Background: an optimization exercise with open tools, aiming at small area, a short achievable clock period and few clock cycles per item. Do not read the settings as production practice.
At most, simulation tests tie the RTL to the original design; equivalence was not proved.

==> branch sierra: inputs <==
// iir_df1_biquad_axis
module iir_df1_biquad_axis
#(
    parameter int unsigned coeff_width  = 16,
    parameter int unsigned inout_width  = 16,
    parameter int unsigned scale_factor = 14,
    parameter int          a1_int_coeff = -31880,
    parameter int          a2_int_coeff = 15531,
    parameter int          bo_int_coeff = 167,
    parameter int          b1_int_coeff = -302,
    parameter int          b2_int_coeff = 167
) (
    input  logic                          clk,
    input  logic                          rst,
    input  logic                          s_axis_tvalid,
    input  logic signed [inout_width-1:0] s_axis_tdata,
    output logic                          m_axis_tready,
    output logic signed [inout_width-1:0] m_axis_tdata,
    output logic                          m_axis_tvalid
);
    logic        v1_q, v2_q, v3_q;        
    logic [15:0] hx1_q, hx2_q;            
    logic [15:0] y1_q;                    
    logic [15:0] yb_q;                    
    logic signed [17:0] t_d, t_q;
    logic [31:0]  ga_d, ga_q;
    logic [31:4] gb_d, gb_q;
    logic         gc_d, gc_q;
    logic         c29;
    logic [2:0]   top0, top1;
    logic         ok0, ok1, hi_ok, sgn;
    logic [15:0]  y_sat;
    logic tt1, tt2, tt3, tt4, tt5, tt6, tt7, tt8, tt9, tt10, tt11, tt12;
    logic tt13, tt14, tt15, tt16, tt17, tt18, tt19, tt20, tt21, tt22, tt23, tt24;
  ...
clock: 7.0 ns
lec_check: 0
abc_area: 1
cap_margin: 20
core_margin: 2
core_utilization: 40
cts_buf_list: sky130_fd_sc_hd__clkbuf_8
setup_slack_margin: 3.3
slew_margin: 20
synth_hierarchical: 1
synth_minimum_keep_size: 0
run.sh (not shown) runs the stock make flow with config.mk's settings and CLKGATE_MAP_FILE= SYNTH_SCRIPT=/design/flow/synth_recipe.tcl, a recipe that flattens the netlist after the stock synthesis.
==> inputs of branch raven, as changes to branch sierra <==
Settings changed: SETUP_SLACK_MARGIN 3.3 to 3.0.
==> comparison <==
- Die area is the same in branch raven and branch sierra.
- In clock skew, branch raven and branch sierra hardly differ.
- Between branch sierra and branch raven, the lower register-to-register slack is in branch raven (gap 0.18 ns).
- Of branch raven and branch sierra, branch raven has the higher critical path depth (gap 1).
- Against branch sierra, the non-clock buffer count of branch raven is lower by 13.
- Between branch raven and branch sierra, the lower sequential share of layout area is in branch sierra (gap 0.18 points).
- In synthesized cell count, branch raven and branch sierra do not differ.
Function was not checked in any run of this note: the RTL went through the layout flow alone.

* * *

==> run R: inputs <==
Another version of the RTL of iir_df1_biquad_axis (not shown whole).
Settings: LEC_CHECK=0, ABC_AREA=1, CAP_MARGIN=20, CORE_MARGIN=2, CORE_UTILIZATION=40, SETUP_SLACK_MARGIN=3.0, SLEW_MARGIN=20, SYNTH_HIERARCHICAL=1, SYNTH_MINIMUM_KEEP_SIZE=0; clock period 7.0 ns.
==> run E (differences from run R) <==
--- a/flow/design.v
+++ b/flow/design.v
@@ -17,132 +17,12 @@
     output logic s,
     output logic co
 );
     assign s  = a ^ b;
     assign co = a & b;
 endmodule
-module iir_r (
-    input  logic [15:0] x1,
-    input  logic [15:0] x2,
-    output logic [17:0] s
-);
-    logic [17:0] a, b, p, g, c;
-    assign a = {{2{x2[15]}}, x2};
-    assign b = ~{x1[15], x1, 1'b0};
-    assign p = a ^ b;
-    assign g = a & b;
-    logic G1, P1;
-    assign G1 = g[0] | (p[0] & 1'b1);
-    assign P1 = p[0] & 1'b0;
-    logic G2, P2;
-    assign G2 = g[2] | (p[2] & g[1]);
-    assign P2 = p[2] & p[1];
-    logic G3, P3;
-    assign G3 = g[4] | (p[4] & g[3]);
-    assign P3 = p[4] & p[3];
-    logic G4, P4;
-    assign G4 = g[6] | (p[6] & g[5]);
-    assign P4 = p[6] & p[5];
-    logic G5, P5;
-    assign G5 = g[8] | (p[8] & g[7]);
-    assign P5 = p[8] & p[7];
-    logic G6, P6;
-    assign G6 = g[10] | (p[10] & g[9]);
-    assign P6 = p[10] & p[9];
-    logic G7, P7;
-    assign G7 = g[12] | (p[12] & g[11]);
-    assign P7 = p[12] & p[11];
-    logic G8, P8;
-    assign G8 = g[14] | (p[14] & g[13]);
-    assign P8 = p[14] & p[13];
-    logic G9, P9;
-    assign G9 = g[16] | (p[16] & g[15]);
-    assign P9 = p[16] & p[15];
-    logic G10, P10;
-    assign G10 = G2 | (P2 & G1);
-    assign P10 = P2 & P1;
-    logic G11, P11;
-    assign G11 = G4 | (P4 & G3);
-    assign P11 = P4 & P3;
-    logic G12, P12;
-    assign G12 = G6 | (P6 & G5);
-    assign P12 = P6 & P5;
-    logic G13, P13;
-    assign G13 = G8 | (P8 & G7);
-    assign P13 = P8 & P7;
-    logic G14, P14;
-    assign G14 = G11 | (P11 & G10);
-    assign P14 = P11 & P10;
-    logic G15, P15;
-    assign G15 = G13 | (P13 & G12);
-    assign P15 = P13 & P12;
-    logic G16, P16;
-    assign G16 = G15 | (P15 & G14);
-    assign P16 = P15 & P14;
-    logic G17, P17;
-    assign G17 = G12 | (P12 & G14);
-    assign P17 = P12 & P14;
-    logic G18, P18;
-    assign G18 = G3 | (P3 & G10);
-    assign P18 = P3 & P10;
-    logic G19, P19;
-    assign G19 = G5 | (P5 & G14);
-    assign P19 = P5 & P14;
-    logic G20, P20;
-    assign G20 = G7 | (P7 & G17);
-    assign P20 = P7 & P17;
-    logic G21, P21;
-    assign G21 = G9 | (P9 & G16);
-    assign P21 = P9 & P16;
-    logic G22, P22;
-    assign G22 = g[1] | (p[1] & G1);
-    assign P22 = p[1] & P1;
-    logic G23, P23;
-    assign G23 = g[3] | (p[3] & G10);
-    assign P23 = p[3] & P10;
-    logic G24, P24;
-    assign G24 = g[5] | (p[5] & G18);
-    assign P24 = p[5] & P18;
-    logic G25, P25;
-    assign G25 = g[7] | (p[7] & G14);
-    assign P25 = p[7] & P14;
-    logic G26, P26;
-    assign G26 = g[9] | (p[9] & G19);
-    assign P26 = p[9] & P19;
-    logic G27, P27;
-    assign G27 = g[11] | (p[11] & G17);
-    assign P27 = p[11] & P17;
-    logic G28, P28;
-    assign G28 = g[13] | (p[13] & G20);
-    assign P28 = p[13] & P20;
-    logic G29, P29;
-    assign G29 = g[15] | (p[15] & G16);
-    assign P29 = p[15] & P16;
-    logic G30, P30;
-    assign G30 = g[17] | (p[17] & G21);
-    assign P30 = p[17] & P21;
-    assign c[0] = 1'b1;
-    assign c[1] = G1;
-    assign c[2] = G22;
-    assign c[3] = G10;
-    assign c[4] = G23;
-    assign c[5] = G18;
-    assign c[6] = G24;
-    assign c[7] = G14;
-    assign c[8] = G25;
-    assign c[9] = G19;
-    assign c[10] = G26;
-    assign c[11] = G17;
-    assign c[12] = G27;
-    assign c[13] = G20;
-    assign c[14] = G28;
-    assign c[15] = G16;
-    assign c[16] = G29;
-    assign c[17] = G21;
-    assign s = p ^ c;
-endmodule
 module iir_df1_biquad_axis
 #(
     parameter int unsigned coeff_width  = 16,
     parameter int unsigned inout_width  = 16,
     parameter int unsigned scale_factor = 14,
     parameter int          a1_int_coeff = -31880,
@@ -164,17 +44,16 @@
     logic [15:0] y1_q;                    
     logic [15:0] yb_q;                    
     logic signed [17:0] r, t_d, t_q;
     logic [31:0]  ga_d, ga_q;
     logic [31:10] gb_d, gb_q;
     logic         gc_d, gc_q;
-    logic [29:0]  acc_lo;
-    logic [2:0]   top0, top1;
-    logic         ok0, ok1, hi_ok, sgn;
+    logic [31:14] acc;
+    logic         hi_ok;
     logic [15:0]  y_sat;
-    iir_r u_r (.x1(hx1_q), .x2(hx2_q), .s(r));
+    assign r   = 18'(signed'(hx2_q)) - 18'(signed'(hx1_q)) * 18'sd2;
     assign t_d = 18'(signed'(s_axis_tdata)) + r;
     logic gt1, gt2, gt3, gt4, gt5, gt6, gt7, gt8, gt9, gt10, gt11, gt12;
     logic gt13, gt14, gt15, gt16, gt17, gt18, gt19, gt20, gt21, gt22, gt23, gt24;
     logic gt25, gt26, gt27, gt28, gt29, gt30, gt31, gt32, gt33, gt34, gt35, gt36;
     logic gt37, gt38, gt39, gt40, gt41, gt42, gt43, gt44, gt45, gt46, gt47, gt48;
     logic gt49, gt50, gt51, gt52, gt53, gt54, gt55, gt56, gt57, gt58, gt59, gt60;
@@ -545,23 +424,17 @@
     iir_fa u_lt146 (.a(lt55), .b(lt90), .c(lt89), .s(lt146), .co(lt147));
     iir_fa u_lt148 (.a(y1_q[12]), .b(lt92), .c(lt91), .s(lt148), .co(lt149));
     iir_fa u_lt150 (.a(y1_q[13]), .b(lt93), .c(lt94), .s(lt150), .co(lt151));
     iir_fa u_lt152 (.a(y1_q[14]), .b(lt95), .c(lt96), .s(lt152), .co(lt153));
     iir_ha u_lt154 (.a(y1_q[15]), .b(lt97), .s(lt154), .co(lt155));
     assign lt156 = ~y1_q[15] & lt97;
-    logic [31:0] la, lb;
-    assign la = {lt156, lt153, lt151, lt149, lt147, lt145, lt143, lt141, lt138, lt136, ~lt133, lt130, lt127, lt124, lt122, lt120, lt117, lt114, lt112, lt109, lt106, lt103, lt101, lt99, lt98, ga_q[6], ga_q[5], ga_q[4], ga_q[3], ga_q[2], ga_q[1], ga_q[0]};
-    assign lb = {1'b1, ~lt154, lt152, lt150, lt148, lt146, lt144, lt142, lt140, lt137, lt135, ~lt132, lt129, lt126, lt123, lt121, lt119, lt116, lt113, lt111, lt108, lt105, lt102, lt100, y1_q[0], y1_q[3], y1_q[2], y1_q[1], y1_q[0], 1'b0, 1'b0, 1'b0};
-    assign acc_lo = {1'b0, la[28:0]} + {1'b0, lb[28:0]};
-    assign top0   = la[31:29] + lb[31:29];
-    assign top1   = la[31:29] + lb[31:29] + 3'd1;
-    assign ok0    = (top0 == 3'b000) || (top0 == 3'b111);
-    assign ok1    = (top1 == 3'b000) || (top1 == 3'b111);
-    assign hi_ok  = acc_lo[29] ? ok1 : ok0;
-    assign sgn    = acc_lo[29] ? top1[2] : top0[2];
-    assign y_sat  = {sgn, hi_ok ? acc_lo[28:14] : {15{~sgn}}};
+    logic [31:0] l_sum;
+    assign l_sum = {lt156, lt153, lt151, lt149, lt147, lt145, lt143, lt141, lt138, lt136, ~lt133, lt130, lt127, lt124, lt122, lt120, lt117, lt114, lt112, lt109, lt106, lt103, lt101, lt99, lt98, ga_q[6], ga_q[5], ga_q[4], ga_q[3], ga_q[2], ga_q[1], ga_q[0]} + {1'b1, ~lt154, lt152, lt150, lt148, lt146, lt144, lt142, lt140, lt137, lt135, ~lt132, lt129, lt126, lt123, lt121, lt119, lt116, lt113, lt111, lt108, lt105, lt102, lt100, y1_q[0], y1_q[3], y1_q[2], y1_q[1], y1_q[0], 1'b0, 1'b0, 1'b0};
+    assign acc = l_sum[31:14];
+    assign hi_ok = (acc[31:29] == 3'b000) || (acc[31:29] == 3'b111);
+    assign y_sat = hi_ok ? acc[29:14] : {acc[31], {15{~acc[31]}}};
     always_ff @(posedge clk) begin
         t_q  <= t_d;
         ga_q <= ga_d;
         gb_q <= gb_d;
         gc_q <= gc_d;
         if (rst) begin
- CORE_UTILIZATION: 40 -> 55
- PLACE_DENSITY: not set -> 0.75
==> run X (differences from run R) <==
- SETUP_SLACK_MARGIN: 3.0 -> 3.3
==> qor summary <==
Post-Syn Nets: run R 1782; run E 1648; run X 1782
Seq area share: run R 0.191; run E 0.200; run X 0.186
Met2 usage: run R 0.332; run E 0.422; run X 0.336
Number of unique standard cell types used by synthesis: run R 38; run E 40; run X 38
Setup slack at placement: run R 2860 ps; run E 2690 ps; run X 2860 ps
Syn_area_per_cell: run R 8.76 um2; run E 9.16 um2; run X 8.76 um2
Fin crit period: run R 3820 ps; run E 3820 ps; run X 3620 ps
Gate count of the mapped netlist: run R 1448; run E 1323; run X 1448
M1 WL: run R 14.7 mm; run E 12.0 mm; run X 14.6 mm
Run status: run R timing/DRC/antenna clean; run E timing/DRC/antenna clean; run X timing/DRC/antenna clean
Reg-to-reg endpoint: run R y1_q[1]; run E yb_q[8]; run X y1_q[6]
Adder-cell area share of the yosys netlist: run R 0.433; run E 0.448; run X 0.433
Testbench counts of run E, summed over its fixed seeds: cycles 24,024, items 24,000.
The RTL of run R and run X was laid out without a check of its function.

-- what the ideal ports hide --
How much do the figures lean on ideal ports? The routed layouts below were timed once more, with nothing changed but the port constraints.
Step 1, drivers: a clkbuf_16 drives clk and a buf_2 each remaining input, both assumed.
Step 2 also shifts input and output timing later by t, the mid clock arrival at the registers, as if the neighbouring blocks saw the same clock.
Three values: ideal, step 1, step 2; two values: the first two.
| run | shift t [ns] | setup WS [ns] | worst setup path at the end | worst slew at a driven data input, ns | pins driven straight from the clock port |
|---|---|---|---|---|---|
| branch sierra | 0.490 | 3.448 / 3.448 / 3.212 | input to register | 0.03 | 1 |
| branch raven | 0.493 | 3.270 / 3.270 / 3.213 | input to register | 0.03 | 1 |
| run R | 0.469 | 3.185 / 3.185 / 3.181 | input to register | 0.03 | 1 |
| run E | 0.464 | 3.177 / 3.177 / 2.779 | input to register | 0.03 | 1 |
| run X | 0.468 | 3.377 / 3.377 / 3.173 | input to register | 0.04 | 1 |
After both steps setup and hold are still met in every run listed. The setup slack of run E, which loses most, moves by 0.000 ns with the drivers and by -0.398 ns with both steps.
